Context: an optimization exercise on an open-source flow, tuned for small area. The choices shown serve that exercise and are no tape-out recipe. In this exercise RTL edits were held to simulation tests only and were not proved equivalent to the original. No driver is modelled on the clock port, so clocking that relies on it looks cheaper here than on a real chip. Power figures rest on the tool's default switching activity, not on a simulated workload.

[flow/flow/run.sh]
#!/bin/bash
# Layout: the standard flow (standard.sh), with two changes after the
# standard synthesis:
#  - clock tree synthesis runs without dummy loads (-dont_use_dummy_load),
#    with the same clustering and buffer list as config.mk;
#  - the resizer may not use the largest buffers (buf_12, buf_16) in global
#    placement, resizing, CTS and global routing (dont_use_big_buf.tcl, run
#    through ORFS's PRE_*_TCL step hooks).
# Each make run's full output goes to its own log in this folder; ORFS's
# per-step logs are under orfs/logs/.
set -euo pipefail

bash standard.sh synth > synth.log 2>&1

export CTS_ARGS="-sink_clustering_enable -repair_clock_nets -sink_clustering_size 16 -sink_clustering_max_diameter 60 -buf_list {sky130_fd_sc_hd__clkbuf_4 sky130_fd_sc_hd__clkbuf_8} -dont_use_dummy_load"
hook="$PWD/flow/dont_use_big_buf.tcl"
export PRE_GLOBAL_PLACE_TCL="$hook"
export PRE_RESIZE_TCL="$hook"
export PRE_CTS_TCL="$hook"
export PRE_GLOBAL_ROUTE_TCL="$hook"
bash standard.sh > layout.log 2>&1
[flow/flow/dont_use_big_buf.tcl]
# Keep the resizer off the largest buffers; the high-fanout nets come out
# smaller when built from buf_1..buf_8.
set_dont_use {sky130_fd_sc_hd__buf_12 sky130_fd_sc_hd__buf_16}
[flow/standard.sh]
#!/bin/bash
# synth_recipe.tcl (not shown) runs the flow's synth.tcl, then flattens the netlist and writes it again
# the make line also repeats each setting of config.mk as NAME=value (left out here)
make -C /OpenROAD-flow-scripts/flow DESIGN_CONFIG=/design/flow/config.mk WORK_HOME=/design/flow/orfs CLKGATE_MAP_FILE= SYNTH_SCRIPT=/design/flow/synth_recipe.tcl "${@:-finish}"
[flow/config.mk]
export PLATFORM = sky130hd
export DESIGN_NAME = s_memory_responder
export DESIGN_NICKNAME = s_memory_responder
export VERILOG_FILES = /design/flow/design.v
export SDC_FILE = /design/flow/constraint.sdc
export NUM_CORES = 4
export LEC_CHECK = 0
export CAP_MARGIN = 20
export CORE_MARGIN = 2
export CORE_UTILIZATION = 50
export CTS_BUF_LIST = sky130_fd_sc_hd__clkbuf_4 sky130_fd_sc_hd__clkbuf_8
export CTS_CLUSTER_DIAMETER = 60
export CTS_CLUSTER_SIZE = 16
export GPL_TIMING_DRIVEN = 0
export SETUP_SLACK_MARGIN = 0.1
export SLEW_MARGIN = 20
export SYNTH_HIERARCHICAL = 1
[flow/constraint.sdc]
create_clock -name core_clock -period 4.5 [get_ports {clk}]
set_input_delay 0.9000 -clock core_clock [delete_from_list [all_inputs] [get_ports {clk}]]
set_output_delay 0.9000 -clock core_clock [all_outputs]
set_load 0.01 [all_outputs]
[flow/design.v]
package s_mem_pkg;
    localparam int unsigned DEFAULT_ADDR_W = 8;
    localparam int unsigned DEFAULT_DATA_W = 8;
    localparam int unsigned MAX_RD_LATENCY = 3;
    typedef enum logic {
        StInit  = 1'b0,
        StReady = 1'b1
    } s_mem_state_e;
endpackage
module s_mem_rd_pipe #(
    parameter int unsigned DEPTH  = 2,
    parameter int unsigned DATA_W = 8
) (
    input  logic              clk,
    input  logic [DATA_W-1:0] din,
    output logic [DATA_W-1:0] dout
);
    logic [DATA_W-1:0] stage_q [DEPTH];
    always_ff @(posedge clk) begin
        stage_q[0] <= din;
        for (int i = 1; i < DEPTH; i++) begin
            stage_q[i] <= stage_q[i-1];
        end
    end
    assign dout = stage_q[DEPTH-1];
endmodule
module s_mem_word_dec (
    input  logic hi,
    input  logic hi_n,
    input  logic lo,
    input  logic lo_we,
    input  logic lo_we_n,
    output logic sel_n,
    output logic we,
    output logic we_n
);
    assign sel_n = !(hi && lo);
    assign we    = !(hi_n || lo_we_n);
    assign we_n  = !(hi && lo_we);
endmodule
module s_mem_bit_next (
    input  logic q,
    input  logic we,
    input  logic we_n,
    input  logic wdata,
    output logic d
);
    assign d = (q && we_n) || (wdata && we);
endmodule
module s_mem_rd_pair (
    input  logic q0,
    input  logic sel0_n,
    input  logic q1,
    input  logic sel1_n,
    output logic hit0
);
    assign hit0 = !((q0 || sel0_n) && (q1 || sel1_n));
endmodule
module s_memory_responder #(
    parameter int unsigned ADDR_W     = s_mem_pkg::DEFAULT_ADDR_W,
    parameter int unsigned DATA_W     = s_mem_pkg::DEFAULT_DATA_W,
    parameter int unsigned RD_LATENCY = 2
) (
    input  logic              clk,
    input  logic              reset,
    input  logic [ADDR_W-1:0] addr_mem,
    input  logic              wr_enable,
    input  logic [DATA_W-1:0] wr_mem,
    output logic [DATA_W-1:0] rd_mem,
    input  logic              init_start,
    output logic              ready,
    output logic              access_err
);
    localparam int unsigned DEPTH = 1 << ADDR_W;
    localparam int unsigned PIPE_DEPTH =
        (RD_LATENCY < 2) ? 2 :
        (RD_LATENCY > s_mem_pkg::MAX_RD_LATENCY) ? s_mem_pkg::MAX_RD_LATENCY : RD_LATENCY;
    localparam int unsigned LO_W = ADDR_W / 2;
    localparam int unsigned HI_W = ADDR_W - LO_W;
    localparam int unsigned LO_N = 1 << LO_W;
    localparam int unsigned HI_N = 1 << HI_W;
    localparam logic [ADDR_W-1:0] LAST_ADDR = {ADDR_W{1'b1}};
    logic              ready_q;
    logic [ADDR_W-1:0] cnt_q;
    logic              access_err_q;
    always_ff @(posedge clk) begin
        if (reset) begin
            ready_q      <= 1'b0;
            cnt_q        <= '0;
            access_err_q <= 1'b0;
        end else begin
            access_err_q <= !ready_q && wr_enable;
            if (!ready_q) begin
                cnt_q <= cnt_q + 1'b1;
                if (cnt_q == LAST_ADDR) ready_q <= 1'b1;
            end else if (init_start) begin
                ready_q <= 1'b0;
            end
        end
    end
    logic [ADDR_W-1:0] acc_addr_d;
    logic [LO_N-1:0]   lo_sel;
    logic [HI_N-1:0]   hi_sel;
    logic [DATA_W-1:0] acc_wdata;
    logic              acc_we;
    assign acc_addr_d = ready_q ? addr_mem : cnt_q;
    always_ff @(posedge clk) begin
        for (int i = 0; i < LO_N; i++) begin
            lo_sel[i] <= (acc_addr_d[LO_W-1:0] == LO_W'(i));
        end
        for (int j = 0; j < HI_N; j++) begin
            hi_sel[j] <= (acc_addr_d[ADDR_W-1:LO_W] == HI_W'(j));
        end
        acc_wdata <= ready_q ? wr_mem : DATA_W'(cnt_q);
        acc_we    <= !reset && (wr_enable || !ready_q);
    end
    logic [LO_N-1:0] lo_we, lo_we_n;
    logic [HI_N-1:0] hi_sel_n;
    always_comb begin
        for (int i = 0; i < LO_N; i++) begin
            lo_we[i]   = lo_sel[i] && acc_we;
            lo_we_n[i] = !lo_we[i];
        end
        for (int j = 0; j < HI_N; j++) begin
            hi_sel_n[j] = !hi_sel[j];
        end
    end
    logic [DATA_W-1:0] mem_q  [DEPTH];
    logic [DATA_W-1:0] mem_d  [DEPTH];
    logic [DEPTH-1:0]  sel_n, we, we_n;
    for (genvar w = 0; w < DEPTH; w++) begin : g_word
        s_mem_word_dec u_dec (
            .hi      (hi_sel[w / LO_N]),
            .hi_n    (hi_sel_n[w / LO_N]),
            .lo      (lo_sel[w % LO_N]),
            .lo_we   (lo_we[w % LO_N]),
            .lo_we_n (lo_we_n[w % LO_N]),
            .sel_n   (sel_n[w]),
            .we      (we[w]),
            .we_n    (we_n[w])
        );
        for (genvar b = 0; b < DATA_W; b++) begin : g_bit
            s_mem_bit_next u_next (
                .q     (mem_q[w][b]),
                .we    (we[w]),
                .we_n  (we_n[w]),
                .wdata (acc_wdata[b]),
                .d     (mem_d[w][b])
            );
        end
        always_ff @(posedge clk) begin
            mem_q[w] <= mem_d[w];
        end
    end
    logic [DATA_W-1:0] pair_hit0 [DEPTH/2];
    logic [DATA_W-1:0] rd_hit0;
    logic [DATA_W-1:0] rd_data;
    for (genvar p = 0; p < DEPTH / 2; p++) begin : g_pair
        for (genvar b = 0; b < DATA_W; b++) begin : g_bit
            s_mem_rd_pair u_pair (
                .q0     (mem_q[2*p][b]),
                .sel0_n (sel_n[2*p]),
                .q1     (mem_q[2*p+1][b]),
                .sel1_n (sel_n[2*p+1]),
                .hit0   (pair_hit0[p][b])
            );
        end
    end
    always_comb begin
        rd_hit0 = '0;
        for (int p = 0; p < DEPTH / 2; p++) begin
            rd_hit0 = rd_hit0 | pair_hit0[p];
        end
        rd_data = ~rd_hit0;
    end
    s_mem_rd_pipe #(
        .DEPTH  (PIPE_DEPTH - 1),
        .DATA_W (DATA_W)
    ) u_rd_pipe (
        .clk   (clk),
        .din   (rd_data),
        .dout  (rd_mem)
    );
    assign ready      = ready_q;
    assign access_err = access_err_q;
endmodule
==> notes.md, run 1 <==
The clock-pin slew reported for the worst setup and hold paths after clock tree synthesis came out at 0.10 ns. The total nets after synthesis came out at 6494. The number of library cell types mapped by synthesis is 27. For this run, the top clock speed supported by timing is 240 MHz.

The final-report max-slew violation count is 0. Cell internal power was estimated by the tool at 22100 uW. The detailed router finished its first iteration with 7424 violations.

The number of placed I/O pins came out at 30. Power spread over the standard cell area amounts to 366 nW/um^2. The core region area came out at 144000 um^2. The leakage power is 0.0303 uW.

The final weighted congestion of routability-driven global placement came out at 0.922. For the worst flop-to-flop path, the logic depth is 7. The final routed DRC violation total came out at 0. The largest voltage drop on the vdd net came out at 269 uV. The post-detailed-route via-to-cell ratio is 7.15. In the synthesized netlist the dominant register cell turns out to be sky130_fd_sc_hd__dfxtp_1. In this run the power spent charging and discharging nets is 6700 uW. The tightest slew margin relative to the limit came out at 21.6%. The critical path goes through clkbuf_1 -> clkbuf_1 -> nand2_4 -> inv_2 -> buf_8 -> nand2_1 -> a22o_1.

The die covers 148000 um^2. The switching part of the total came out at 23.3%. In this run, flip-flops and latches consume 65.6% of the power.

In this design, the stage delay of the slowest critical-path cell is 0.84 ns. Counting instances, the worst hold path has a depth of 2. TritonCTS built the clock tree.

The share of the clock period used by the worst path after layout is 92.5%. The flow ran to the end and the layout has no timing, DRC or antenna violations. The worst-case clock skew came out at 0.0709 ns. The hold-critical path endpoint is access_err_q$_SDFF_PP0_. The fraction of final layout cells sized beyond drive strength 1 is 4.81%. The number of iterations in the first detailed-routing pass came out at 6. The final non-filler cell total came out at 8640. The estimated wirelength of the detail-placed design came out at 177000 um. The cell area that synthesis handed to floorplanning was 72500 um^2. The type of the tightest min-delay check is in -> reg.

The via count of the first global-routing pass came out at 58400. The smallest clock period supported by the final layout is computed as 4.16 ns. For this run, the total global-route usage over all layers was measured as 35.9%. The fill cell total of the finished layout is 12800. The post-synthesis area per instance came out at 11.2 um^2. The later-pin clock latency in the skew report is 0.91 ns. The width of the die came out at 385 um.

The startpoint identified for the worst register-to-register timing path is acc_we$_DFF_P_. The total CTS buffers came out at 159. The capturing point of the worst reg2reg path is mem_q[241][5]$_DFF_P_.

The total setup violations reported at the end of the flow is 0. The arrival time at the worst endpoint is 4.96 ns. The transition time at the pin with the least slew margin came out at 1.17 ns. The slowest stage of the critical path is the sky130_fd_sc_hd__clkbuf_1 cell.

The average wire per cell in the routed design is 31.8 um. The number of nets in the layout is 6757. The number of instances in the placed design is 8478. The area overhead of the layout relative to synthesis came out at 8.56%. The number of nets with antenna violations after routing is 0.

The total number of clock tree sinks is 2107. The commonest non-fill, non-tap cell in the layout is sky130_fd_sc_hd__dfxtp_1. The number of vias in the routed layout is 61800. The largest net degree at the start of global routing came out at 54.

The share of total power dissipated in combinational logic is 2.7%. Buffers placed on the I/O ports in this run total 29. For this configuration, the core starts out at a cell density of 50.4%. The number of core rows came out at 139. After synthesis the netlist holds a flip-flop and latch count of 2107.

The die span in y is 385 um. Data on the critical path is required at its endpoint by 5.30 ns. Setup slack on the worst reg-to-reg path comes out at 0.34 ns. The synthesized design contains 0 enable-type register cells. The tool flagged a number of max-cap violations equal to 0. Of all nets on the critical path, the largest fanout is 17.

STA classifies the critical path startpoint as a register. The number of antenna violations at the first check in global routing is 8. The sequential share of the synthesized area is 58.2%. The cell repeated most along the worst path is sky130_fd_sc_hd__clkbuf_1. For this run the aggregate overflow at the end of global routing stands at 0. Hold is met by 0.324 ns. The hold violation total from the final report came to 0. After technology mapping, the gate count stands at 6473.

The top cell family by delay on the critical path is buffers and inverters. The first global-routing pass estimated 398000 um of wire. Buffers added to address setup during post-CTS repair amount to 0. Setup repair after global routing left no endpoint under its margin. The number of gates given a new drive strength after cts is 0. The worst setup path is of the reg -> reg kind. The async set or reset register ratio after synthesis is 0%. After detailed routing, the total wire length is 275000 um.

The synthesis warning total came out at 13. The clock share of power is 31.6%. In the layout the commonest cells are sky130_fd_sc_hd__dfxtp_1 (2067), sky130_fd_sc_hd__a22o_1 (2048), sky130_fd_sc_hd__o22ai_1 (1024). The endpoint class of the critical path is a register. The source of the worst hold timing path is reset.

The count of hold-fix buffers inserted at cts came out at 0. The critical path contains buffers and inverters numbering 4 combined.
per-module statistics from Yosys, one instance, submodules excluded, a selection:
module,flops+latches,cells inside,area (um^2)
s_memory_responder,2099,2625,45100
s_mem_bit_next,0,1,8.76
s_mem_rd_pair,0,1,6.26
s_mem_word_dec,0,3,11.3
cell usage after synthesis, drive strengths merged, types with 5 or more instances:
cell type / n / area share (%)
dfxtp: 2107 / 58
a22o: 2048 / 25
o22ai: 1024 / 8.8
nand2: 544 / 2.8
nor2: 319 / 1.7
nor4: 256 / 2.3
nand4: 66 / 0.57
inv: 38 / 0.20
or4: 16 / 0.17
clkbuf: 7 / 0.036
a21oi: 6 / 0.041
a31oi: 5 / 0.043
nor3: 5 / 0.035
xor2: 5 / 0.060
through the flow:
step / power, uW / area, um^2 / utilization, % / worst slack, ns / TNS [ns]
detailed placement: 20100 / 76500 / 53.2 / 0.488 / 0
global placement: 20000 / 75100 / 52.3 / -3.29 / -5283.70
finish: 28800 / 78700 / 54.8 / 0.337 / 0
CTS: 28900 / 78700 / 54.8 / 0.468 / 0
global route: 29600 / 78700 / 54.8 / 0.326 / 0
floorplan: 19500 / 72500 / - / 1.65 / 0
cell families after synthesis:
kind of cell    count (synthesis)  share of synthesized area (%)
xor+xnor                        7                         0.0846
buf+inv                        49                          0.261
fa+ha+maj                       1                         0.0173
mux                             5                         0.0760
simple gates                 1214                           7.60
flops                        2107                           58.2
compound gates               3090                           33.8
layer usage:
layer / track usage (%) / up-vias / part of all wire (%)
li1: - / 27100 / -
met3: 5.23 / 694 / 8.3
met4: 19.3 / 2 / 6.2
met1: 48.7 / 30600 / 42
met5: 0 / - / 0.0047
met2: 55.5 / 3307 / 44
area by class of cell:
cell class | count | area (um^2) | area share (%)
timing repair buffer | 102 | 1390 | 1.76
tap | 1903 | 2380 | 3.03
sequential | 2107 | 42300 | 53.7
buffer | 11 | 46.3 | 0.0588
inverter | 38 | 148 | 0.188
antenna | 3 | 7.51 | 0.00954
multi-input combinational | 4317 | 30200 | 38.4
clock buffer | 159 | 2190 | 2.78
worst max-delay path by stage:
stage | slack (ns) | to | start | cells after the start
final | 0.34 | mem_q[241][5]$_DFF_P_ | acc_we$_DFF_P_ | 7
after global routing | 0.33 | mem_q[194][7]$_DFF_P_ | acc_we$_DFF_P_ | 7
after CTS | 0.47 | mem_q[193][1]$_DFF_P_ | acc_we$_DFF_P_ | 7
after detailed placement | 0.49 | mem_q[113][5]$_DFF_P_ | acc_we$_DFF_P_ | 7
after global placement | -3.29 | mem_q[118][4]$_DFF_P_ | lo_sel[6]$_DFF_P_ | 4
after floorplan | 1.65 | mem_q[0][0]$_DFF_P_ | acc_wdata[0]$_DFF_P_ | 1
power by group through the flow:
stage          logic (uW)  clock network [uW]  registers [uW]
6_report              791                9110           18900
3_3_place_gp          469                   0           19600
5_1_grt               791                9890           18900
4_1_cts               759                9230           18900
2_1_floorplan         207                   0           19300
3_5_place_dp          757                   0           19300
registers in the layout (all words and copies together) (netlist names):
name,count
acc_wdata,8
hi_sel,16
lo_sel,16
acc_we,1
mem_q,2048
u_rd_pipe.stage_q,8
cnt_q,8
access_err_q,1
ready_q,1
==> run 2: changes to the inputs <==
==> flow/flow/run.sh (replaced) <==
#!/bin/bash
# Layout: the standard flow (standard.sh), with two changes after the
# standard synthesis:
#  - clock tree synthesis runs without dummy loads (-dont_use_dummy_load),
#    with the same clustering and buffer list as config.mk;
#  - the resizer may not use the largest buffers (buf_12, buf_16), so it
#    builds the high-fanout data and decode nets from smaller ones.
# Each make run's full output goes to its own log in this folder; ORFS's
# per-step logs are under orfs/logs/.
set -euo pipefail

bash standard.sh synth > synth.log 2>&1

export CTS_ARGS="-sink_clustering_enable -repair_clock_nets -sink_clustering_size 16 -sink_clustering_max_diameter 60 -buf_list {sky130_fd_sc_hd__clkbuf_4 sky130_fd_sc_hd__clkbuf_8} -dont_use_dummy_load"
export DONT_USE_CELLS="sky130_fd_sc_hd__buf_12 sky130_fd_sc_hd__buf_16"
bash standard.sh > layout.log 2>&1
removed: flow/flow/dont_use_big_buf.tcl
==> run 2 against run 1 <==
Sequential share of layout area down 0.54 points; area after synthesis unchanged; first-iteration DRC count down 6.8%; register-to-register slack worse by 0.07 ns; power up 0.61%; critical path depth down 1; worst setup slack worse by 0.071 ns; routed wire length up 0.28%; final area up 0.99%; global-route usage up 0.090 points; critical endpoint is now mem_q[38][2]$_DFF_P_; largest cell class unchanged.
==> notes.md, run 2 <==
The final-report max-slew violation count came to 0 (unchanged). The number of library cell types mapped by synthesis is 27 (unchanged). The relative contribution of sequential cells to total power is 65.2% (-0.4 points). The port buffer count came out at 29 (unchanged). The final non-filler cell total is 8652 (+0.14%).

The setup TNS came out at 0 ns (unchanged). The count of buffer and inverter cells on the critical path is 3 (-1). The estimated wirelength of the detail-placed design is 179000 um (+1.2%). The setup fix buffers added after clock tree synthesis came out at 0 (unchanged). The clock share of power is 31.8% (+0.2 points).

The maximum level of the CTS H-tree came out at 4. The hold violation total from the final report is 0 (unchanged). The number of core rows is 139 (unchanged). Counting instances in the post-synthesis netlist gives the leading cell types as sky130_fd_sc_hd__dfxtp_1 (2107), sky130_fd_sc_hd__a22o_1 (2048), sky130_fd_sc_hd__o22ai_1 (1024). The post-route minimum period came to 4.23 ns (+0.0710 ns). The mux share of post-synthesis cell area is 0.0760% (unchanged).

On the critical path, the stage with the largest delay is an instance of sky130_fd_sc_hd__clkbuf_1. The fraction of the mapped netlist area in compound gates came out at 33.8% (unchanged). The largest net degree at the start of global routing is 52 (-3.7%).

The power per cell area is 365 nW/um^2 (-0.38%). The area of the die was 148000 um^2 (unchanged). The data required time at the worst endpoint is 5.29 ns (about the same). The starting utilization of the core area came out at 50.4% (unchanged). The fill cell total of the finished layout is 12700 (-0.68%). The signal on the critical path passes through clkbuf_1 -> clkbuf_1 -> nand2_4 -> inv_4 -> nand2_1 -> a22o_1. The share of the clock period used by the worst path after layout was 94.1% (+1.6 points). The number of placed I/O pins came out at 30 (unchanged).

STA classifies the critical path startpoint as a register. Leaving out fill and tap cells, the most frequent cells in the layout are sky130_fd_sc_hd__dfxtp_1 (2068), sky130_fd_sc_hd__a22o_1 (2048), sky130_fd_sc_hd__o22ai_1 (1024). The root buffer cell is sky130_fd_sc_hd__clkbuf_8. The kind of critical path is reg -> reg. The total CTS buffers is 162 (+1.9%). The iteration-0 DRC count of the detailed router came out at 6919 (-6.8%). The power share of the combinational group came out at 3.0% (+0.3 points).

The net switching power figure came out at 6780 uW (+1.0%). After synthesis, the cell types taking the most area are sky130_fd_sc_hd__dfxtp_1 (58%), sky130_fd_sc_hd__a22o_1 (25%), sky130_fd_sc_hd__o22ai_1 (8.8%), sky130_fd_sc_hd__nand2_1 (2.8%), sky130_fd_sc_hd__nor4_1 (2.1%). The instance area at placement is 77200 um^2 (+0.96%). The clock-pin slew reported for the worst setup and hold paths after clock tree synthesis is 0.10 ns (about the same). The register bit count reported by yosys came out at 2107 (unchanged). The number of nets in the layout is 6768 (+0.16%). The number of flip-flops under the largest register name came to 2048 (unchanged). The switching part of the total came out at 23.4% (+0.10 points). The total number of clock tree sinks came to 2107 (unchanged). The largest registers in the layout are mem_q: 2048 flops, hi_sel: 16 flops, lo_sel: 16 flops. The flip-flop and latch area was 42300 um^2 (about the same). The post-synthesis cell count came out at 6473 (unchanged). The via count of the first global-routing pass came out at 58500 (+0.11%). The design internal power came to 22200 uW (+0.48%). The total congestion overflow is 0 (unchanged). The worst setup slack after placement is 0.456 ns (-0.0318 ns). From synthesis to final layout, the design area changed by 9.64%. The post-detailed-route via-to-cell ratio was 7.09 (-0.79%). The worst setup path is captured at a register. The worst setup slack after layout is 0.266 ns (-0.0710 ns).

The type of the tightest min-delay check is reg -> reg. The CTS tree is yes. The async set or reset register ratio after synthesis is 0% (unchanged).

The first-pass GRT wire length is 399000 um (+0.10%). The transition time at the pin with the least slew margin is 1.13 ns (-0.0339 ns). The total setup violations reported at the end of the flow came to 0 (unchanged). The overall power came out at 29000 uW (+0.61%). The width of the die is 385 um (unchanged).

The share of synthesized cell area in full adder, half adder and majority cells came out at 0.0173% (unchanged). The leakage power is 0.0305 uW (+0.90%). The final routed DRC violation total came to 0 (unchanged). The number of antenna violations at the first check in global routing is 14 (+6). The most critical setup path has its startpoint at acc_we$_DFF_P_. The critical path's largest stage delay is 0.85 ns (about the same). The source of the worst hold timing path is mem_q[44][5]$_DFF_P_. The number of nets with antenna violations after routing is 0 (unchanged). The final weighted congestion of routability-driven global placement is 0.941 (+2.1%). The total nets after synthesis came out at 6494 (unchanged). The number of iterations in the first detailed-routing pass was 6 (unchanged). The upper clock frequency limit came out at 236 MHz (-1.7%). Among all cell types in the netlist, the one instantiated most often is sky130_fd_sc_hd__dfxtp_1. The synthesis warning total is 13 (unchanged). The share of the synthesized area in the top cell type is 58.2% (unchanged). The worst-case clock skew was 0.0685 ns (-0.00242 ns). In this run the critical register-to-register path is launched from acc_we$_DFF_P_. The register name with the most flops is mem_q. The final standard cell area without fillers is 79500 um^2 (+0.99%). The basic-gate share of the synthesized area counting and, or, nand and nor cells is 7.60% (unchanged). The flow ran to the end and the layout has no timing, DRC or antenna violations. The core region area came to 144000 um^2 (unchanged). The largest total area in the synthesized netlist belongs to sky130_fd_sc_hd__dfxtp_1. In this design, the largest share of critical-path delay is due to buffers and inverters. Setup repair after global routing left no endpoint under its margin. The sequential share of the synthesized area came to 58.2% (unchanged). The combinational family with the most area after synthesis is compound AO/OA/AOI/OAI gates. The cell repeated most along the worst path is sky130_fd_sc_hd__clkbuf_1. The largest fanout on the critical path came out at 18 (+1). The number of gates given a new drive strength after cts is 0 (unchanged).

The count of hold-fix buffers inserted at cts is 0 (unchanged). The number of instances in the placed design came out at 8486 (+0.094%). The arrival time at the worst endpoint is 5.03 ns (+0.07 ns). The post-synthesis area per instance came out at 11.2 um^2 (unchanged). The area taken by multi-input logic gates came out at 30200 um^2 (about the same).

The commonest non-fill, non-tap cell in the layout is sky130_fd_sc_hd__dfxtp_1. The later-pin clock latency in the skew report came out at 0.94 ns (+0.03 ns). The largest voltage drop on the vdd net is 274 uV (+1.7%). The count of maximum capacitance violations came out at 0 (unchanged). The global routing usage summed across all routing layers came out at 36.0% (+0.090 points). The number of vias in the routed layout came out at 61400 (-0.65%). The tightest slew margin relative to the limit came out at 23.8% (+2.3 points). The average wire per cell in the routed design is 31.8 um (+0.14%). In the synthesized netlist the dominant register cell turns out to be sky130_fd_sc_hd__dfxtp_1.

The total detailed-routing wirelength was 276000 um (+0.28%). The number of synthesized flops with an enable pin came out at 0 (unchanged). The die span in y is 385 um (unchanged). The combined area of all synthesized cells came out at 72500 um^2 (unchanged). The fraction of final layout cells sized beyond drive strength 1 is 4.97% (+0.16 points). The maximum buffer depth of the clock tree is 3. The XOR/XNOR share of the synthesized area was 0.0846% (unchanged).
==> run 2: power by group through the flow <==
stage | Clock (uW) | Sequential (uW) | Combinational, uW
floorplan | 0 | 19300 | 207
global placement | 0 | 19600 | 482
detailed placement | 0 | 19300 | 828
CTS | 9350 | 18900 | 829
global route | 10000 | 18900 | 866
finish | 9230 | 18900 | 862
==> run 2: per-layer routing <==
layer  up-vias  part of all wire, %  track usage [%]
li1      27200                    -                -
met5         -                0.022                0
met3       692                  9.0             7.41
met4        10                  6.1             20.2
met2      3115                   44             54.6
met1     30400                   41             47.9
==> run 2: final cells by class <==
type,count,share of cell area (%)
clock buffers,162,2.81
repair buffers,110,2.67
multi-input cells,4317,38.1
plain buffers,11,0.0583
flip-flops and latches,2107,53.2
inverters,38,0.186
well taps,1903,3.00
diodes,4,0.0126
==> run 2: final timing paths <==
check | endpoint | slack (ns) | depth (start not counted)
setup / recovery | mem_q[38][2]$_DFF_P_ | 0.27 | 6
hold / removal | mem_q[44][5]$_DFF_P_ | 0.49 | 1
setup reg to reg | mem_q[38][2]$_DFF_P_ | 0.27 | 6
hold reg to reg | mem_q[44][5]$_DFF_P_ | 0.49 | 1
==> run 2: Yosys stat by module, one instance, submodules excluded, excerpt <==
| module | cells inside | times used |
|---|---|---|
| s_memory_responder | 2625 | 1 |
| s_mem_word_dec | 3 | 256 |
| s_mem_bit_next | 1 | 2048 |
| s_mem_rd_pair | 1 | 1024 |
==> run 2: stage by stage <==
stage	hold WS, ns	util [%]
final	0.489	55.3
after global routing	0.488	55.3
after CTS	0.458	55.3
after detailed placement	0.471	53.7
after global placement	0.466	52.3
after floorplan	0.456	-
==> run 2: cell families after synthesis <==
family,Yosys count
multiplexers,5
XOR/XNOR,7
AO/OA/AOI/OAI,3090
buffers and inverters,49
adder cells (fa/ha/maj),1
AND/OR/NAND/NOR,1214
flip-flops,2107
==> run 3: changes to the inputs <==
==> flow/flow/run.sh (replaced) <==
#!/bin/bash
# Layout: the standard flow (standard.sh), with three changes after the
# standard synthesis:
#  - clock tree synthesis runs without dummy loads (-dont_use_dummy_load),
#    with the same clustering and buffer list as config.mk;
#  - the resizer may not use the largest buffers (buf_12, buf_16) in global
#    placement, resizing, CTS and global routing (dont_use_big_buf.tcl, run
#    through ORFS's PRE_*_TCL step hooks);
#  - every input and output port still gets its buffer, a buf_1 in place of
#    the default delay buffer.
# Each make run's full output goes to its own log in this folder; ORFS's
# per-step logs are under orfs/logs/.
set -euo pipefail

bash standard.sh synth > synth.log 2>&1

export CTS_ARGS="-sink_clustering_enable -repair_clock_nets -sink_clustering_size 20 -sink_clustering_max_diameter 45 -buf_list {sky130_fd_sc_hd__clkbuf_4 sky130_fd_sc_hd__clkbuf_8} -dont_use_dummy_load"
export BUFFER_PORTS_ARGS="-buffer_cell sky130_fd_sc_hd__buf_1"
hook="$PWD/flow/dont_use_big_buf.tcl"
export PRE_GLOBAL_PLACE_TCL="$hook"
export PRE_RESIZE_TCL="$hook"
export PRE_CTS_TCL="$hook"
export PRE_GLOBAL_ROUTE_TCL="$hook"
bash standard.sh > layout.log 2>&1
==> flow/flow/dont_use_big_buf.tcl (new file) <==
# Keep the resizer off the largest buffers; the high-fanout nets come out
# smaller when built from buf_1..buf_8.
set_dont_use {sky130_fd_sc_hd__buf_12 sky130_fd_sc_hd__buf_16}
--- a/flow/config.mk
+++ b/flow/config.mk
@@ -8,8 +8,8 @@
 export CAP_MARGIN = 20
 export CORE_MARGIN = 2
-export CORE_UTILIZATION = 50
+export CORE_UTILIZATION = 60
 export CTS_BUF_LIST = sky130_fd_sc_hd__clkbuf_4 sky130_fd_sc_hd__clkbuf_8
-export CTS_CLUSTER_DIAMETER = 60
-export CTS_CLUSTER_SIZE = 16
+export CTS_CLUSTER_DIAMETER = 45
+export CTS_CLUSTER_SIZE = 20
 export GPL_TIMING_DRIVEN = 0
 export SETUP_SLACK_MARGIN = 0.1
==> run 3 against run 2 <==
Sequential share of layout area rose by 0.78 points; global-route usage rose by 5.2 points; die area fell by 17%; critical path type unchanged; final area fell by 1.4%; clock power rose by 3.3%; largest power group unchanged; register-to-register slack got worse by 0.07 ns; flip-flop and latch count did not move.
==> notes.md, run 3 <==
The flow ran to the end and the layout has no timing, DRC or antenna violations. The number of core rows came out at 127 (-8.6%). The die span in y came to 352 um (-8.6%). The synthesis warning total is 13 (unchanged).

The count of maximum capacitance violations came out at 0 (unchanged). The via count of the first global-routing pass is 58200 (-0.55%). The estimated wirelength of the detail-placed design came out at 169000 um (-5.7%). The total setup violations reported at the end of the flow was 0 (unchanged). Counting instances in the post-synthesis netlist gives the leading cell types as sky130_fd_sc_hd__dfxtp_1 (2107), sky130_fd_sc_hd__a22o_1 (2048), sky130_fd_sc_hd__o22ai_1 (1024).

The count of hold-fix buffers inserted at cts is 0 (unchanged). The met3 demand-to-capacity share in global routing came to 10.4% (+3.0 points). STA classifies the critical path endpoint as a register. The tightest slew margin relative to the limit is 15.6% (-8.3 points).

The worst hold margin was 0.171 ns (-0.318 ns). The largest net degree at the start of global routing came out at 54 (+3.8%). The register bit count reported by yosys is 2107 (unchanged). The switching part of the total is 23.0% (-0.38 points). The core region area was 120000 um^2 (-17%).

The fill cell total of the finished layout was 9651 (-24%). The post-route minimum period came to 4.31 ns (+0.0721 ns). The flip-flop and latch area is 42300 um^2 (about the same). The number of nets with antenna violations after routing is 0 (unchanged). In the final layout, the registers with the most flip-flops are mem_q: 2048 flops, hi_sel: 16 flops, lo_sel: 16 flops. The width of the die came to 352 um (-8.6%). The total number of clock tree sinks came to 2107 (unchanged). The relative contribution of sequential cells to total power is 64.8% (-0.4 points). Counting stages on the worst path, the most repeated cell is sky130_fd_sc_hd__clkbuf_1. The largest individual stage delay along the critical path comes from the cell sky130_fd_sc_hd__clkbuf_1.

The global routing usage summed across all routing layers is 41.2% (+5.2 points). The area of the die was 124000 um^2 (-17%). The min-delay analysis places its worst path in the category in -> reg. The number of nets in the layout came to 6773 (+0.074%). The number of iterations in the first detailed-routing pass came out at 6 (unchanged).

The design internal power came out at 22500 uW (+1.2%). The largest voltage drop on the vdd net came to 376 uV (+38%). STA classifies the critical path startpoint as a register.

The port buffer count was 29 (unchanged). The area overhead of the layout relative to synthesis is 8.06%. The fraction of final layout cells sized beyond drive strength 1 is 4.98% (+0.011 points). By startpoint and endpoint, the worst setup path is classified as reg -> reg. The power per cell area came out at 373 nW/um^2 (+2.2%). The final non-filler cell total came out at 8367 (-3.3%). The most heavily used metal layer in global routing is met2.

The leakage power is 0.0303 uW (-0.80%). In the synthesized netlist the dominant register cell turns out to be sky130_fd_sc_hd__dfxtp_1. The met2 global-route usage came out at 60.9% (+6.3 points). In the layout the commonest cells are sky130_fd_sc_hd__dfxtp_1 (2067), sky130_fd_sc_hd__a22o_1 (2048), sky130_fd_sc_hd__o22ai_1 (1024). The share of the clock period used by the worst path after layout is 95.7% (+1.6 points). The number of placed I/O pins came out at 30 (unchanged).

The number of vias in the routed layout is 62300 (+1.5%). The combined area of all synthesized cells came out at 72500 um^2 (unchanged). mem_q holds more flip-flops than any other register.

The number of library cell types mapped by synthesis is 27 (unchanged). The final routed DRC violation total is 0 (unchanged). The post-detailed-route via-to-cell ratio was 7.44 (+5.0%).

The met1 track utilization from global routing is 54.0% (+6.1 points). The number of antenna violations at the first check in global routing came to 10 (-4). The clock-pin slew reported for the worst setup and hold paths after clock tree synthesis came to 0.11 ns (about the same). The final-report max-slew violation count is 0 (unchanged). The total detailed-routing wirelength was 264000 um (-4.1%). The data required time at the worst endpoint is 5.33 ns (+0.04 ns). The first-pass GRT wire length came out at 382000 um (-4.2%). The number of instances in the placed design came out at 8182 (-3.6%). The iteration-0 DRC count of the detailed router came out at 7760 (+12%). Setup repair after global routing left no endpoint under its margin.

The number of synthesized flops with an enable pin is 0 (unchanged). The power share of the combinational group is 2.6% (-0.4 points). The post-synthesis cell count came out at 6473 (unchanged). The number of gates given a new drive strength after cts came out at 0 (unchanged). The starting utilization of the core area came out at 60.5% (+10 points). The setup fix buffers added after clock tree synthesis came to 0 (unchanged). The upper clock frequency limit is 232 MHz (-1.7%). The area taken by multi-input logic gates came out at 30200 um^2 (-0.12%).

The final weighted congestion of routability-driven global placement came out at 0.940 (-0.15%). The sequential share of the synthesized area came to 58.2% (unchanged). The clock share of power was 32.7% (+0.9 points). The worst-case clock skew came out at 0.0798 ns (+0.0113 ns).

The later-pin clock latency in the skew report was 0.98 ns (+0.04 ns). The share of the synthesized area in the top cell type was 58.2% (unchanged). The arrival time at the worst endpoint came out at 5.14 ns (+0.11 ns). The dominant cell type by area after synthesis is sky130_fd_sc_hd__dfxtp_1. The async set or reset register ratio after synthesis came to 0% (unchanged). The most common cell in the synthesized netlist is sky130_fd_sc_hd__dfxtp_1. The net switching power figure came out at 6710 uW (-0.95%). The commonest non-fill, non-tap cell in the layout is sky130_fd_sc_hd__dfxtp_1.

The total CTS buffers came out at 180 (+11%). The post-synthesis area per instance came out at 11.2 um^2 (unchanged). TritonCTS built the clock tree. Traced cell by cell, the critical path runs through clkbuf_1 -> clkbuf_1 -> nand2_4 -> inv_2 -> buf_8 -> nand2_1 -> a22o_1. The worst reg-to-reg setup slack came out at 0.19 ns (-0.07 ns). The number of flip-flops under the largest register name is 2048 (unchanged). The transition time at the pin with the least slew margin came out at 1.25 ns (+0.123 ns).

The hold violation total from the final report came out at 0 (unchanged). The total congestion overflow came out at 0 (unchanged). The total nets after synthesis is 6494 (unchanged).

The critical path's largest stage delay is 0.90 ns (+0.05 ns). By area the synthesized netlist is led by sky130_fd_sc_hd__dfxtp_1 (58%), sky130_fd_sc_hd__a22o_1 (25%), sky130_fd_sc_hd__o22ai_1 (8.8%), sky130_fd_sc_hd__nand2_1 (2.8%), sky130_fd_sc_hd__nor4_1 (2.1%). The average wire per cell in the routed design came out at 31.6 um (-0.78%).

The largest fanout on the critical path came out at 17 (-1).
==> run 3: cell count changes in the layout (fill, tap and decap cells not counted), sizes merged <==
cell | before | now
clkdlybuf4s50 | 29 | 0
clkbuf | 169 | 187
buf | 85 | 101
diode | 4 | 5
==> run 3: layout make-up <==
type / count / area share (%)
buffer: 11 / 0.0591
multi-input combinational: 4317 / 38.6
inverter: 38 / 0.185
tap: 1612 / 2.58
sequential: 2107 / 54.0
clock buffer: 180 / 3.16
antenna: 5 / 0.0160
timing repair buffer: 97 / 1.44
==> run 3: per-module statistics from Yosys (local to each module, per instance), a selection <==
module              cell area (um^2)  times used  cells
s_mem_bit_next                  8.76        2048      1
s_mem_rd_pair                   6.26        1024      1
s_mem_word_dec                  11.3         256      3
s_memory_responder             45100           1   2625
==> run 3: metal layers <==
| metal | routed length, um | up-vias |
|---|---|---|
| met1 | 104000 | 30600 |
| li1 | - | 27100 |
| met4 | 18200 | 6 |
| met3 | 28700 | 846 |
| met5 | 46 | - |
| met2 | 114000 | 3700 |
==> run 3: power groups by stage <==
| stage | registers (uW) | clock network [uW] | logic [uW] |
|---|---|---|---|
| 2_1_floorplan | 19300 | 0 | 207 |
| 3_3_place_gp | 19600 | 0 | 422 |
| 3_5_place_dp | 19300 | 0 | 712 |
| 4_1_cts | 18900 | 9550 | 714 |
| 5_1_grt | 18900 | 10200 | 751 |
| 6_report | 18900 | 9530 | 753 |
==> run 3: final timing paths <==
kind,startpoint,to,depth (start not counted)
hold reg to reg,mem_q[215][0]$_DFF_P_,mem_q[215][0]$_DFF_P_,1
setup / recovery,acc_we$_DFF_P_,mem_q[99][2]$_DFF_P_,7
setup reg to reg,acc_we$_DFF_P_,mem_q[99][2]$_DFF_P_,7
hold / removal,wr_mem[2],acc_wdata[2]$_DFF_P_,3
==> run 3: metrics by stage <==
| step | TNS [ns] | setup WS [ns] | total power (uW) | utilization [%] | instance area (um^2) |
|---|---|---|---|---|---|
| finish | 0 | 0.194 | 29200 | 65.4 | 78300 |
| global route | 0 | 0.250 | 29900 | 65.4 | 78300 |
| CTS | 0 | 0.402 | 29200 | 65.4 | 78300 |
| detailed placement | 0 | 0.439 | 20000 | 63.3 | 75800 |
| global placement | -4706.61 | -2.80 | 20000 | 62.3 | 74600 |
| floorplan | 0 | 1.65 | 19500 | - | 72500 |
==> run 3: cells by family (layout without fill, tap and decap cells) <==
kind of cell	after synthesis	count (layout)	share of synthesized area, %
AOI/OAI and AO/OA	3090	3090	33.8
xor gates and xnor gates	7	7	0.0846
adders and majority gates	1	1	0.0173
buffers and inverters	49	326	0.261
DFF	2107	2107	58.2
muxes	5	5	0.0760
other	0	5	0
and+or+nand+nor	1214	1214	7.60
==> run 3: worst max-delay path, delay by kind of cell, from the launching register on <==
kind            cells  cell delay, ns
compound gates      1            0.32
buf+inv             4            2.40
flops               1            0.32
simple gates        2            1.06
==> run 4: changes to the inputs <==
--- a/flow/flow/run.sh
+++ b/flow/flow/run.sh
@@ -15,5 +15,5 @@
 bash standard.sh synth > synth.log 2>&1
 
-export CTS_ARGS="-sink_clustering_enable -repair_clock_nets -sink_clustering_size 20 -sink_clustering_max_diameter 45 -buf_list {sky130_fd_sc_hd__clkbuf_4 sky130_fd_sc_hd__clkbuf_8} -dont_use_dummy_load"
+export CTS_ARGS="-sink_clustering_enable -repair_clock_nets -sink_clustering_size 18 -sink_clustering_max_diameter 60 -buf_list {sky130_fd_sc_hd__clkbuf_8} -dont_use_dummy_load"
 export BUFFER_PORTS_ARGS="-buffer_cell sky130_fd_sc_hd__buf_1"
 hook="$PWD/flow/dont_use_big_buf.tcl"
--- a/flow/config.mk
+++ b/flow/config.mk
@@ -8,8 +8,8 @@
 export CAP_MARGIN = 20
 export CORE_MARGIN = 2
-export CORE_UTILIZATION = 60
-export CTS_BUF_LIST = sky130_fd_sc_hd__clkbuf_4 sky130_fd_sc_hd__clkbuf_8
-export CTS_CLUSTER_DIAMETER = 45
-export CTS_CLUSTER_SIZE = 20
+export CORE_UTILIZATION = 66
+export CTS_BUF_LIST = sky130_fd_sc_hd__clkbuf_8
+export CTS_CLUSTER_DIAMETER = 60
+export CTS_CLUSTER_SIZE = 18
 export GPL_TIMING_DRIVEN = 0
 export SETUP_SLACK_MARGIN = 0.1
==> run 4 against run 3 <==
Synthesized cell count unchanged; combinational power rose by 4.2%; still clean on timing, DRC and antenna; clock power decreased by about 10%; routed wire length shrank 3.1%; clock skew down 0.027 ns; largest power group unchanged; die area decreased by 9.0%; cell count shrank 2.6%.
==> notes.md, run 4 <==
The number of nets with antenna violations after routing came out at 0 (unchanged). The design internal power is 21800 uW (-3.1%). The global routing usage summed across all routing layers is 43.9% (+2.6 points).

The area growth from synthesis to layout is 7.16%. The width of the die is 335 um (-4.6%). The critical path's largest stage delay is 0.85 ns (-0.05 ns). The hold violation total from the final report came out at 0 (unchanged). The flip-flop and latch area is 42300 um^2 (about the same). The tightest min-delay check is of the in -> reg type.

The share of the clock period used by the worst path after layout came out at 92.4% (-3.3 points). The worst-case clock skew came out at 0.0533 ns (-0.0265 ns). The total congestion overflow is 0 (unchanged). The number of placed I/O pins came to 30 (unchanged). The total number of clock tree sinks came to 2107 (unchanged). The area taken by multi-input logic gates came to 30200 um^2 (about the same). The switching part of the total came out at 22.7% (-0.26 points). The total detailed-routing wirelength is 256000 um (-3.1%). The leakage power is 0.0301 uW (-0.78%). The die span in y came out at 335 um (-4.6%).

The number of gates given a new drive strength after cts is 0 (unchanged). The count of maximum capacitance violations was 0 (unchanged). By count the netlist is led by sky130_fd_sc_hd__dfxtp_1 (2107), sky130_fd_sc_hd__a22o_1 (2048), sky130_fd_sc_hd__o22ai_1 (1024). The upper clock frequency limit came out at 241 MHz (+3.6%).

The number of nets in the layout came to 6742 (-0.46%). The setup fix buffers added after clock tree synthesis came to 0 (unchanged). The iteration-0 DRC count of the detailed router came to 8303 (+7.0%). The commonest non-fill, non-tap cell in the layout is sky130_fd_sc_hd__dfxtp_1. By instance count, the leading cell after synthesis is sky130_fd_sc_hd__dfxtp_1. Traced cell by cell, the critical path runs through clkbuf_1 -> clkbuf_1 -> nand2_4 -> inv_2 -> buf_8 -> nand2_1 -> a22o_1.

The dominant cell type by area after synthesis is sky130_fd_sc_hd__dfxtp_1. The share of the synthesized area in the top cell type is 58.2% (unchanged). The fraction of final layout cells sized beyond drive strength 1 came out at 4.58% (-0.39 points). The combined area of all synthesized cells is 72500 um^2 (unchanged). The worst hold margin came out at 0.185 ns (+0.0143 ns). The final weighted congestion of routability-driven global placement is 1.00 (+6.5%).

The final-report max-slew violation count is 0 (unchanged). The slowest stage of the critical path is the sky130_fd_sc_hd__clkbuf_1 cell. The data required time at the worst endpoint came out at 5.27 ns (-0.06 ns). The primary flip-flop cell chosen by synthesis mapping is sky130_fd_sc_hd__dfxtp_1. The number of antenna violations at the first check in global routing came out at 11 (+1). The most numerous cell type found on the critical path is sky130_fd_sc_hd__clkbuf_1.

The largest registers in the layout are mem_q: 2048 flops, hi_sel: 16 flops, lo_sel: 16 flops. The async set or reset register ratio after synthesis is 0% (unchanged). The port buffer count came to 29 (unchanged). The clock share of power came to 30.3% (-2.4 points). The sequential share of the synthesized area is 58.2% (unchanged). The final routed DRC violation total is 0 (unchanged). The share of the core filled with cells in the final layout is 71.3% (+6.0 points). The via count of the first global-routing pass is 58100 (-0.10%). The flow ran to the end and the layout has no timing, DRC or antenna violations.

The area of the die was 112000 um^2 (-9.0%). The first-pass GRT wire length came out at 374000 um (-2.0%). The count of hold-fix buffers inserted at cts came to 0 (unchanged).

The worst setup path is launched from a register. The library cells used most frequently in the layout, excluding fill and tap cells, are sky130_fd_sc_hd__dfxtp_1 (2067), sky130_fd_sc_hd__a22o_1 (2048), sky130_fd_sc_hd__o22ai_1 (1024). The CTS tree is yes. The fill cell total of the finished layout came out at 8099 (-16%). The logic depth of the worst register-to-register path is 7 (unchanged). The power share of the combinational group is 2.8% (+0.2 points). Yosys attributes the largest share of cell area to sky130_fd_sc_hd__dfxtp_1 (58%), sky130_fd_sc_hd__a22o_1 (25%), sky130_fd_sc_hd__o22ai_1 (8.8%), sky130_fd_sc_hd__nand2_1 (2.8%), sky130_fd_sc_hd__nor4_1 (2.1%). The power per cell area came to 363 nW/um^2 (-2.6%). The post-synthesis cell count is 6473 (unchanged). The total setup violations reported at the end of the flow is 0 (unchanged).

The post-detailed-route via-to-cell ratio came out at 7.72 (+3.8%). The worst setup path is of the reg -> reg kind. More flip-flops sit in one register than any other, and that register is mem_q.

STA classifies the critical path endpoint as a register. The depth of the worst hold-timing path is 2 (-1). The later-pin clock latency in the skew report came out at 0.89 ns (-0.09 ns). The tightest slew margin relative to the limit came out at 23.3% (+7.8 points). The largest voltage drop on the vdd net came out at 361 uV (-4.1%). The total nets after synthesis is 6494 (unchanged). The number of library cell types mapped by synthesis came out at 27 (unchanged).

The number of synthesized flops with an enable pin came to 0 (unchanged). The largest net degree at the start of global routing came out at 57 (+5.6%). The post-route minimum period is 4.16 ns (-0.149 ns). The largest fanout on the critical path came out at 20 (+3). The estimated wirelength of the detail-placed design is 168000 um (-0.78%).

The number of iterations in the first detailed-routing pass came out at 8 (+2). The net switching power figure came out at 6410 uW (-4.5%). Setup repair after global routing left no endpoint under its margin.

The number of flip-flops under the largest register name came out at 2048 (unchanged). The transition time at the pin with the least slew margin is 1.14 ns (-0.115 ns). The starting utilization of the core area is 66.6% (+6.1 points). The clock-pin slew reported for the worst setup and hold paths after clock tree synthesis came out at 0.11 ns (about the same). The number of core rows came out at 121 (-4.7%). The synthesis warning total came out at 13 (unchanged).

The average wire per cell in the routed design is 31.5 um (-0.44%). The relative contribution of sequential cells to total power came out at 67.0% (+2.2 points). The arrival time at the worst endpoint came to 4.93 ns (-0.21 ns). The number of vias in the routed layout came out at 62900 (+1.0%). The core region area is 109000 um^2 (-9.1%). The total CTS buffers is 143 (-21%). The post-synthesis area per instance came out at 11.2 um^2 (unchanged). The register bit count reported by yosys is 2107 (unchanged).
run 4: kinds of logic after synthesis:
| kind of cell | synth area share [%] |
|---|---|
| AOI/OAI and AO/OA | 33.8 |
| buffers and inverters | 0.261 |
| xor gates and xnor gates | 0.0846 |
| muxes | 0.0760 |
| DFF | 58.2 |
| adders and majority gates | 0.0173 |
| and+or+nand+nor | 7.60 |
run 4: path summary, 6_finish.rpt:
check                                      startpoint                      end  slack, ns
worst max-delay path                   acc_we$_DFF_P_    mem_q[118][6]$_DFF_P_       0.34
worst min register to register  mem_q[248][6]$_DFF_P_    mem_q[248][6]$_DFF_P_       0.48
worst min-delay path                            reset  access_err_q$_SDFF_PP0_       0.19
worst max register to register         acc_we$_DFF_P_    mem_q[118][6]$_DFF_P_       0.34
run 4: area by class of cell:
type,instances,share of cell area (%)
antenna,14,0.0451
buffer,11,0.0596
clock buffer,143,2.53
inverter,38,0.184
multi-input combinational,4317,38.9
sequential,2107,54.4
tap,1414,2.28
timing repair buffer,103,1.57
run 4: stage by stage:
stage	TNS (ns)	instance area [um^2]	setup WS (ns)	power, uW	std cells
finish	0	77700	0.343	28200	8147
global route	0	77600	0.349	28900	8135
CTS	0	77600	0.536	28100	8133
detailed placement	0	75600	0.564	20000	7990
global placement	-4194.43	74400	-2.89	20000	7916
floorplan	0	72500	1.65	19500	6473
run 4: worst max-delay path: cells and delay by family (launching register included):
family                 cells  cell delay, ns
AO/OA/AOI/OAI              1            0.31
flip-flops                 1            0.32
AND/OR/NAND/NOR            2            1.04
buffers and inverters      4            2.27
run 4: per-module statistics from Yosys (local to each module, per instance), excerpt:
module              flip-flops and latches  area [um^2]  cells inside  copies in the design
s_mem_rd_pair                            0         6.26             1                  1024
s_mem_bit_next                           0         8.76             1                  2048
s_mem_word_dec                           0         11.3             3                   256
s_memory_responder                    2099        45100          2625                     1
run 4: power by group through the flow:
| stage | registers (uW) | logic [uW] | clock network [uW] |
|---|---|---|---|
| CTS | 18900 | 731 | 8500 |
| finish | 18900 | 785 | 8540 |
| floorplan | 19300 | 207 | 0 |
| global route | 18900 | 774 | 9190 |
| global placement | 19500 | 423 | 0 |
| detailed placement | 19300 | 729 | 0 |
run 4: metal layers:
metal	vias to the layer above	wire (um)	GRT usage (%)
met2	4275	108000	63.4
met5	-	75	0
li1	27100	-	-
met4	10	20400	30.9
met1	30500	96900	56.8
met3	1016	31200	12.2
==> run 5: changes to the inputs <==
--- a/flow/config.mk
+++ b/flow/config.mk
@@ -8,5 +8,5 @@
 export CAP_MARGIN = 20
 export CORE_MARGIN = 2
-export CORE_UTILIZATION = 66
+export CORE_UTILIZATION = 60
 export CTS_BUF_LIST = sky130_fd_sc_hd__clkbuf_8
 export CTS_CLUSTER_DIAMETER = 60
==> run 5 against run 4 <==
Via count is 1.5% lower; worst setup slack lost 0.11 ns; maximum frequency shrank 2.5%; synthesized cell count is the same.
==> notes.md, run 5 <==
The flow ran to the end and the layout has no timing, DRC or antenna violations. The total detailed-routing wirelength came out at 264000 um (+2.9%). The worst setup slack after placement came out at 0.439 ns (-0.125 ns). The total CTS buffers is 143 (unchanged).

The post-route minimum period came to 4.26 ns (+0.106 ns). The arrival time at the worst endpoint is 5.07 ns (+0.14 ns). The number of vias in the routed layout came to 62000 (-1.5%).

The final routed DRC violation total is 0 (unchanged). The transition time at the pin with the least slew margin was 1.37 ns (+0.226 ns). The total congestion overflow is 0 (unchanged). The tightest slew margin relative to the limit came out at 8.14% (-15 points). Setup repair after global routing left no endpoint under its margin. Ranked by instance count, the synthesized netlist is headed by sky130_fd_sc_hd__dfxtp_1 (2107), sky130_fd_sc_hd__a22o_1 (2048), sky130_fd_sc_hd__o22ai_1 (1024). The post-synthesis area per instance was 11.2 um^2 (unchanged).

The worst-case clock skew is 0.0394 ns (-0.0139 ns). The flip-flop and latch area is 42300 um^2 (about the same). The post-synthesis cell count came out at 6473 (unchanged). The largest registers in the layout are mem_q: 2048 flops, hi_sel: 16 flops, lo_sel: 16 flops. The commonest non-fill, non-tap cell in the layout is sky130_fd_sc_hd__dfxtp_1. STA classifies the critical path endpoint as a register. Among all flip-flop cells after synthesis, the most frequent one is sky130_fd_sc_hd__dfxtp_1. Summed over all instances, the cell type with the most area after synthesis is sky130_fd_sc_hd__dfxtp_1. The port buffer count came to 29 (unchanged). The final weighted congestion of routability-driven global placement is 0.940 (-6.1%).

The later-pin clock latency in the skew report is 0.93 ns (+0.04 ns). The number of nets in the layout is 6736 (-0.089%). The setup fix buffers added after clock tree synthesis came out at 0 (unchanged). The worst reg-to-reg setup slack is 0.24 ns (-0.11 ns). Following the worst setup path forward leads to its endpoint at mem_q[115][5]$_DFF_P_. The area overhead of the layout relative to synthesis came out at 7.36%.

The kind of critical path is reg -> reg. The area of the die came out at 124000 um^2 (+9.9%). The count of hold-fix buffers inserted at cts is 0 (unchanged).

The hold violation total from the final report came out at 0 (unchanged). The width of the die was 352 um (+4.8%). The clock-pin slew reported for the worst setup and hold paths after clock tree synthesis came out at 0.12 ns (about the same). The core region area is 120000 um^2 (+10%). The average wire per cell in the routed design came out at 31.7 um (+0.64%). The fraction of final layout cells sized beyond drive strength 1 was 4.45% (-0.13 points). The first-pass GRT wire length came out at 382000 um (+2.0%). The type of the tightest min-delay check is in -> reg.

The number of flip-flops under the largest register name is 2048 (unchanged). The data required time at the worst endpoint is 5.31 ns (+0.04 ns). The register bit count reported by yosys came to 2107 (unchanged). The largest net degree at the start of global routing came to 54 (-5.3%). The total number of clock tree sinks came out at 2107 (unchanged). The largest fanout on the critical path came to 19 (-5.0%).

The number of core rows is 127 (+5.0%). The number of gates given a new drive strength after cts is 0 (unchanged). The number of instances in the placed design was 8182 (+2.4%). The count of maximum capacitance violations is 0 (unchanged).

By area the synthesized netlist is led by sky130_fd_sc_hd__dfxtp_1 (58%), sky130_fd_sc_hd__a22o_1 (25%), sky130_fd_sc_hd__o22ai_1 (8.8%), sky130_fd_sc_hd__nand2_1 (2.8%), sky130_fd_sc_hd__nor4_1 (2.1%). In the layout the commonest cells are sky130_fd_sc_hd__dfxtp_1 (2067), sky130_fd_sc_hd__a22o_1 (2048), sky130_fd_sc_hd__o22ai_1 (1024). The worst setup slack after layout came out at 0.237 ns (-0.106 ns). The starting utilization of the core area came out at 60.5% (-6.1 points). The number of placed I/O pins is 30 (unchanged). The area taken by multi-input logic gates is 30200 um^2 (about the same).

The number of library cell types mapped by synthesis was 27 (unchanged). The iteration-0 DRC count of the detailed router is 7724 (-7.0%). The final-report max-slew violation count came out at 0 (unchanged). The largest voltage drop on the vdd net is 357 uV (-1.1%). The sequential share of the synthesized area came out at 58.2% (unchanged).

The global routing usage summed across all routing layers came to 41.2% (-2.7 points). The worst setup path is launched from a register. The startpoint of the most critical register-to-register path is acc_we$_DFF_P_.

The total nets after synthesis is 6494 (unchanged). The upper clock frequency limit was 235 MHz (-2.5%). The post-detailed-route via-to-cell ratio is 7.44 (-3.7%).

The CTS tree is yes. The number of synthesized flops with an enable pin came out at 0 (unchanged). Yosys instantiated no cell more often than sky130_fd_sc_hd__dfxtp_1.

The total setup violations reported at the end of the flow is 0 (unchanged). The via count of the first global-routing pass is 57800 (-0.61%). The logic depth of the worst register-to-register path came out at 7 (unchanged).

The number of iterations in the first detailed-routing pass came out at 6 (-2). The final non-filler cell total is 8329 (+2.2%). The leakage power is 0.0300 uW (-0.10%).

The synthesis warning total is 13 (unchanged). The startpoint of the worst setup timing path is acc_we$_DFF_P_. The share of the synthesized area in the top cell type is 58.2% (unchanged). The power per cell area came out at 364 nW/um^2 (+0.19%). The setup TNS is 0 ns (unchanged). The endpoint identified for the worst register-to-register timing path is mem_q[115][5]$_DFF_P_. The async set or reset register ratio after synthesis is 0% (unchanged). The number of nets with antenna violations after routing is 0 (unchanged). The combined area of all synthesized cells came out at 72500 um^2 (unchanged). The die span in y came out at 352 um (+4.8%).

The share of the core filled with cells in the final layout is 64.9% (-6.4 points). The share of the clock period used by the worst path after layout is 94.7% (+2.4 points). The register with the most flip-flops in the final layout is mem_q.

The number of antenna violations at the first check in global routing came out at 11 (unchanged). The estimated wirelength of the detail-placed design came to 169000 um (+0.78%). The fill cell total of the finished layout came out at 9728 (+20%).
[run 5: cell types whose count changed in the layout (fill, tap and decap cells not counted), sizes merged]
cell,delta
diode,-10
buf,-6
[run 5: logic make-up after synthesis]
kind of cell,synth area share (%)
AOI/OAI and AO/OA,33.8
xor gates and xnor gates,0.0846
adders and majority gates,0.0173
buffers and inverters,0.261
DFF,58.2
muxes,0.0760
and+or+nand+nor,7.60
[run 5: metrics by stage]
stage,power [uW],hold WS [ns],instance area [um^2]
2_1_floorplan,19500,0.456,72500
3_3_place_gp,20000,0.466,74600
3_5_place_dp,20000,0.471,75800
4_1_cts,28300,0.0831,77800
5_1_grt,29000,0.172,77800
6_report,28300,0.137,77800
[run 5: cell type report]
cell class | count | area share [%]
Antenna cell | 4 | 0.0129
Buffer | 11 | 0.0595
Clock buffer | 143 | 2.53
Inverter | 38 | 0.187
Multi-Input combinational cell | 4317 | 38.8
Sequential cell | 2107 | 54.3
Tap cell | 1612 | 2.59
Timing Repair Buffer | 97 | 1.45
[run 5: per-layer routing]
metal  part of all wire (%)  track usage [%]  vias up
met5                  0.019                0        -
met4                    7.3             26.5        8
met3                     11             9.82      843
met2                     43             60.7     3712
met1                     39             54.2    30400
li1                       -                -    27100
[run 5: report_power, final]
part,switching [uW],internal (uW)
clock network,5780,2870
logic,564,188
registers,176,18700
[run 5: per-module statistics from Yosys (local to each module, per instance), a selection]
module              cells  area (um^2)  times used
s_memory_responder   2625        45100           1
s_mem_rd_pair           1         6.26        1024
s_mem_word_dec          3         11.3         256
s_mem_bit_next          1         8.76        2048
[run 5: how the worst min path moves through the flow]
stage / cells after the start / from / slack (ns) / endpoint
3_5_place_dp: 1 / mem_q[211][4]$_DFF_P_ / 0.47 / mem_q[211][4]$_DFF_P_
4_1_cts: 2 / reset / 0.08 / access_err_q$_SDFF_PP0_
6_report: 2 / reset / 0.14 / access_err_q$_SDFF_PP0_
3_3_place_gp: 1 / mem_q[70][4]$_DFF_P_ / 0.47 / mem_q[70][4]$_DFF_P_
2_1_floorplan: 1 / mem_q[101][0]$_DFF_P_ / 0.46 / mem_q[101][0]$_DFF_P_
5_1_grt: 2 / reset / 0.17 / access_err_q$_SDFF_PP0_
[run 5: critical path, stage by stage, from the launching register on]
cell                       delay (ns)
sky130_fd_sc_hd__dfxtp_1         0.32
sky130_fd_sc_hd__clkbuf_1        0.48
sky130_fd_sc_hd__clkbuf_1        0.90
sky130_fd_sc_hd__nand2_4         0.78
sky130_fd_sc_hd__inv_2           0.70
sky130_fd_sc_hd__buf_8           0.32
sky130_fd_sc_hd__nand2_1         0.27
sky130_fd_sc_hd__a22o_1          0.31

-- re-timing with driven ports --
How much do the figures lean on ideal ports? The routed layouts below were timed once more, with nothing changed but the port constraints. Step 1 assumes that a clkbuf_16 drives the clock port and a buf_2 every other input. Step 2 moves the port delays by t, midway between the first and last clock arrival at a register: inputs arrive t later, outputs are due t later. That takes back most of the time a late clock gives input paths. a / b / c = ideal ports / drivers / drivers and shift; a / b = the first two.
run	t, ns	setup slack, ns	worst setup path after step 2
run 1	0.962	0.337 / 0.337 / 0.337	register to register
run 2	0.981	0.266 / 0.266 / 0.266	register to register
run 3	1.010	0.194 / 0.194 / 0.194	register to register
run 4	0.946	0.343 / 0.343 / 0.343	register to register
run 5	0.992	0.237 / 0.237 / 0.237	register to register
After both steps every run listed still meets setup and hold.
